Source: an optimization exercise on an open RTL-to-GDS flow (aim: small area). Production flows keep margins and buffers that such runs may drop. Function was checked by simulation only, so behaviour that the tests miss may differ from the original.

## regfile_scoreboard
module regfile_scoreboard (
    input  logic        clock,
    input  logic        ctrl_reset_n,
    input  logic        ctrl_writeEnable,
    input  logic [4:0]  ctrl_writeReg,
    input  logic [31:0] data_writeReg,
    input  logic [4:0]  ctrl_readRegA,
    input  logic [4:0]  ctrl_readRegB,
    output logic [31:0] data_readRegA,
    output logic [31:0] data_readRegB,
    output logic        busyA,
    output logic        busyB,
    input  logic        ctrl_issueEnable,
    input  logic [4:0]  ctrl_issueReg,
    input  logic        ctrl_flush,
    output logic [5:0]  busy_count,
    output logic        err_doubleIssue
);
    logic [31:0] regs_r [1:31];
    logic [31:1] valid_r;
    logic [31:1] busy_r;
    logic [5:0]  count_r;
    logic [5:0]  count_nxt_s;
    logic        err_r;
    logic        phase_r;
    logic [31:1] wsel_n_s;
    logic [31:0] wdx_s, wdx_n_s;
    logic [31:0] rawA_s, rawB_s;
    logic        anyA_s, anyB_s, peA_s, peB_s;
    logic [3:0]  wlo, ilo_n, alo, blo;
    logic [7:0]  whi, ihi_n, ahi, bhi;
  ...
Size: ~3600 cells after synthesis, ~1100 flip-flops, about 130 I/O pins, ~40000 um2 of cells after synthesis.
==> module regfile_scoreboard, before the edit <==
module regfile_scoreboard (
    input  logic        clock,
    input  logic        ctrl_reset_n,
    input  logic        ctrl_writeEnable,
    input  logic [4:0]  ctrl_writeReg,
    input  logic [31:0] data_writeReg,
    input  logic [4:0]  ctrl_readRegA,
    input  logic [4:0]  ctrl_readRegB,
    output logic [31:0] data_readRegA,
    output logic [31:0] data_readRegB,
    output logic        busyA,
    output logic        busyB,
    input  logic        ctrl_issueEnable,
    input  logic [4:0]  ctrl_issueReg,
    input  logic        ctrl_flush,
    output logic [5:0]  busy_count,
    output logic        err_doubleIssue
);
    logic [31:0] regs_r [1:31];
    logic [31:1] valid_r;
    logic [31:1] busy_r;
    logic [5:0]  count_r;
    logic [5:0]  count_nxt_s;
    logic        err_r;
    logic        phase_r;
    logic [31:1] wsel_n_s;
    logic [31:0] wdx_s, wdx_n_s;
    logic [31:0] rawA_s, rawB_s;
    logic        anyA_s, anyB_s, peA_s, peB_s;
    logic [3:0]  wlo, ilo_n, alo, blo;
    logic [7:0]  whi, ihi_n, ahi, bhi;
    logic [31:1] wsel_s, isel_s, asel_s, bsel_s;
    logic        iss_en_s, we_eff_s, iss_eff_s, same_s;
    logic        busy_iss_s, busy_wr_s;
    logic        cnt_set_s, cnt_clr_s, dbl_issue_s;
    assign iss_en_s = ctrl_issueEnable && !ctrl_flush;
    rf_pre_e u_wpre (.addr(ctrl_writeReg), .en(ctrl_writeEnable), .lo(wlo), .hi(whi));
    rf_pre_n u_ipre (.addr(ctrl_issueReg), .en(iss_en_s), .lo_n(ilo_n), .hi_n(ihi_n));
    rf_pre   u_apre (.addr(ctrl_readRegA), .lo(alo), .hi(ahi));
    rf_pre   u_bpre (.addr(ctrl_readRegB), .lo(blo), .hi(bhi));
    for (genvar i = 1; i < 32; i++) begin : g_dec
        rf_and2 u_w (.a(wlo[i % 4]), .b(whi[i / 4]), .y(wsel_s[i]));
        rf_nand2b u_wn (.a(wlo[i % 4]), .b(whi[i / 4]), .y(wsel_n_s[i]));
        rf_nor2 u_i (.a(ilo_n[i % 4]), .b(ihi_n[i / 4]), .y(isel_s[i]));
        rf_and3 u_a (.a(alo[i % 4]), .b(ahi[i / 4]), .c(valid_r[i]), .y(asel_s[i]));
        rf_and3 u_b (.a(blo[i % 4]), .b(bhi[i / 4]), .c(valid_r[i]), .y(bsel_s[i]));
    end
    always_ff @(posedge clock or negedge ctrl_reset_n) begin
        if (!ctrl_reset_n) begin
            phase_r <= 1'b0;
        end else begin
            phase_r <= ~phase_r;
        end
    end
    for (genvar b = 0; b < 32; b++) begin : g_wdx
        rf_xnor2 u_x (.a(data_writeReg[b]), .b(phase_r), .y(wdx_n_s[b]));
        rf_inv   u_i (.a(wdx_n_s[b]), .y(wdx_s[b]));
    end
    for (genvar i = 1; i < 32; i++) begin : g_reg
        for (genvar b = 0; b < 32; b++) begin : g_bit
            logic d_nxt;
            rf_oai22 u_d (.a1(regs_r[i][b]), .a2(wsel_s[i]), .b1(wdx_s[b]), .b2(wsel_n_s[i]), .y(d_nxt));
            always_ff @(posedge clock) begin
                regs_r[i][b] <= d_nxt;
            end
        end
    end
    always_ff @(posedge clock or negedge ctrl_reset_n) begin
        if (!ctrl_reset_n) begin
            valid_r <= '0;
        end else begin
            valid_r <= valid_r | wsel_s;
        end
    end
    rf_ao31 u_biss (.sel(isel_s), .d(busy_r), .y(busy_iss_s));
    rf_ao31 u_bwr  (.sel(wsel_s), .d(busy_r), .y(busy_wr_s));
    assign we_eff_s    = ctrl_writeEnable && (ctrl_writeReg != 5'd0);
    assign iss_eff_s   = ctrl_issueEnable && (ctrl_issueReg != 5'd0);
    assign same_s      = (ctrl_issueReg == ctrl_writeReg);
    assign cnt_set_s   = iss_eff_s && !busy_iss_s;
    assign cnt_clr_s   = busy_wr_s && !(iss_eff_s && same_s);
    assign dbl_issue_s = busy_iss_s && !(we_eff_s && same_s);
    rf_cnt u_cnt (.cnt(count_r), .inc(cnt_set_s), .dec(cnt_clr_s), .clr(ctrl_flush), .nxt(count_nxt_s));
    always_ff @(posedge clock or negedge ctrl_reset_n) begin
        if (!ctrl_reset_n) begin
            busy_r  <= '0;
            count_r <= '0;
            err_r   <= 1'b0;
        end else begin
            busy_r  <= isel_s | (busy_r & ~(wsel_s | {31{ctrl_flush}}));
            count_r <= count_nxt_s;
            err_r   <= !ctrl_flush && (err_r || dbl_issue_s);
        end
    end
    for (genvar b = 0; b < 32; b++) begin : g_rd
        logic [31:1] col;
        for (genvar i = 1; i < 32; i++) begin : g_col
            assign col[i] = regs_r[i][b];
        end
        rf_ao31 u_a (.sel(asel_s), .d(col), .y(rawA_s[b]));
        rf_ao31 u_b (.sel(bsel_s), .d(col), .y(rawB_s[b]));
    end
    assign anyA_s = |asel_s;
    assign anyB_s = |bsel_s;
    rf_and2 u_pea (.a(phase_r), .b(anyA_s), .y(peA_s));
    rf_and2 u_peb (.a(phase_r), .b(anyB_s), .y(peB_s));
    assign data_readRegA = rawA_s ^ {32{peA_s}};
    assign data_readRegB = rawB_s ^ {32{peB_s}};
    rf_bmux u_busya (.lo(alo), .hi(ahi), .busy(busy_r), .y(busyA));
    rf_bmux u_busyb (.lo(blo), .hi(bhi), .busy(busy_r), .y(busyB));
    assign busy_count      = count_r;
    assign err_doubleIssue = err_r;
endmodule
export LEC_CHECK = 0
export CAP_MARGIN = 20
export CORE_MARGIN = 2
export CORE_UTILIZATION = 40
export GPL_TIMING_DRIVEN = 0
export SETUP_SLACK_MARGIN = 0.2
export SLEW_MARGIN = 20
export SYNTH_HIERARCHICAL = 1
export SYNTH_MINIMUM_KEEP_SIZE = 0
create_clock -name core_clock -period 7.0 [get_ports {clock}]
standard.sh (not shown) runs the stock make flow with config.mk's settings and CLKGATE_MAP_FILE= SYNTH_SCRIPT=/design/flow/synth_recipe.tcl, a recipe that flattens the netlist after the stock synthesis.
==> flow/flow/run.sh <==
#!/bin/bash
set -euo pipefail
export BUFFER_PORTS_ARGS="-buffer_cell sky130_fd_sc_hd__buf_1"
export PRE_GLOBAL_PLACE_TCL="$PWD/flow/upsize.tcl"
export CTS_ARGS="-sink_clustering_enable -repair_clock_nets -dont_use_dummy_load -sink_clustering_size 16 -sink_clustering_max_diameter 60 -buf_list {sky130_fd_sc_hd__clkbuf_8}"
bash standard.sh finish > flow_make.log 2>&1
==> flow/flow/upsize.tcl <==
# Run before global placement (PRE_GLOBAL_PLACE_TCL): give the drivers of the
# register file's wide nets (write enables in both polarities, read selects,
# write data and phase corrections, each with 31 or more loads) a drive
# strength that can carry the net without the resizer adding a buffer after a
# minimum-size gate.
set upsize_map {
  sky130_fd_sc_hd__and2_1 sky130_fd_sc_hd__and2_4
  sky130_fd_sc_hd__and3_1 sky130_fd_sc_hd__and3_2
  sky130_fd_sc_hd__nand2_1 sky130_fd_sc_hd__nand2_2
  sky130_fd_sc_hd__inv_1 sky130_fd_sc_hd__inv_2
}
set n_up 0
foreach inst [get_cells *] {
  set ref [get_property $inst ref_name]
  if { ![dict exists $upsize_map $ref] } { continue }
  set fanout 0
  foreach pin [get_pins -of_objects $inst] {
    if { [get_property $pin direction] eq "output" } {
      set net [get_nets -of_objects $pin]
      set fanout [llength [get_pins -of_objects $net -filter "direction==input"]]
    }
  }
  if { $fanout >= 24 } {
    replace_cell $inst [dict get $upsize_map $ref]
    incr n_up
  }
}
puts "upsize.tcl: resized $n_up select drivers"
The starting point completed with no timing, DRC or antenna violations.
Next try:
--- a/flow/design.v
+++ b/flow/design.v
@@ -239,8 +239,8 @@
         rf_ao31 u_a (.sel(asel_s), .d(col), .y(rawA_s[b]));
         rf_ao31 u_b (.sel(bsel_s), .d(col), .y(rawB_s[b]));
     end
-    assign anyA_s = |asel_s;
-    assign anyB_s = |bsel_s;
+    rf_bmux u_anya (.lo(alo), .hi(ahi), .busy(valid_r), .y(anyA_s));
+    rf_bmux u_anyb (.lo(blo), .hi(bhi), .busy(valid_r), .y(anyB_s));
     rf_and2 u_pea (.a(phase_r), .b(anyA_s), .y(peA_s));
     rf_and2 u_peb (.a(phase_r), .b(anyB_s), .y(peB_s));
     assign data_readRegA = rawA_s ^ {32{peA_s}};
The new run completed without violations.
Core utilization drops by 0.27 points.
Final cell count climbs slightly.
Cell area climbs slightly.
Synthesized cell count climbs slightly.
Worst hold slack barely changes.
Wire length climbs slightly.

-- port drivers added, routing unchanged --
How much do the figures lean on ideal ports? The routed layouts below were timed once more, with nothing changed but the port constraints. Step 1 sets driving cells, clkbuf_16 on the clock port and buf_2 on the other inputs (assumed; they add their load-dependent delay and slew). Step 2 also shifts input and output timing later by t, the mid clock arrival at the registers, as if the neighbouring blocks saw the same clock. Slacks: ideal / step 1 / step 2; pairs: ideal / step 1.
run | shift t [ns] | setup WS [ns] | worst setup path after step 2
the first run | 0.792 | 0.155 / 0.129 / 0.129 | input to output
the second run | 0.821 | 0.273 / 0.250 / 0.250 | input to output
After both steps setup and hold are still met in every run listed. The setup slack of the first run, which loses most, moves by -0.026 ns with the drivers and by -0.026 ns with both steps.
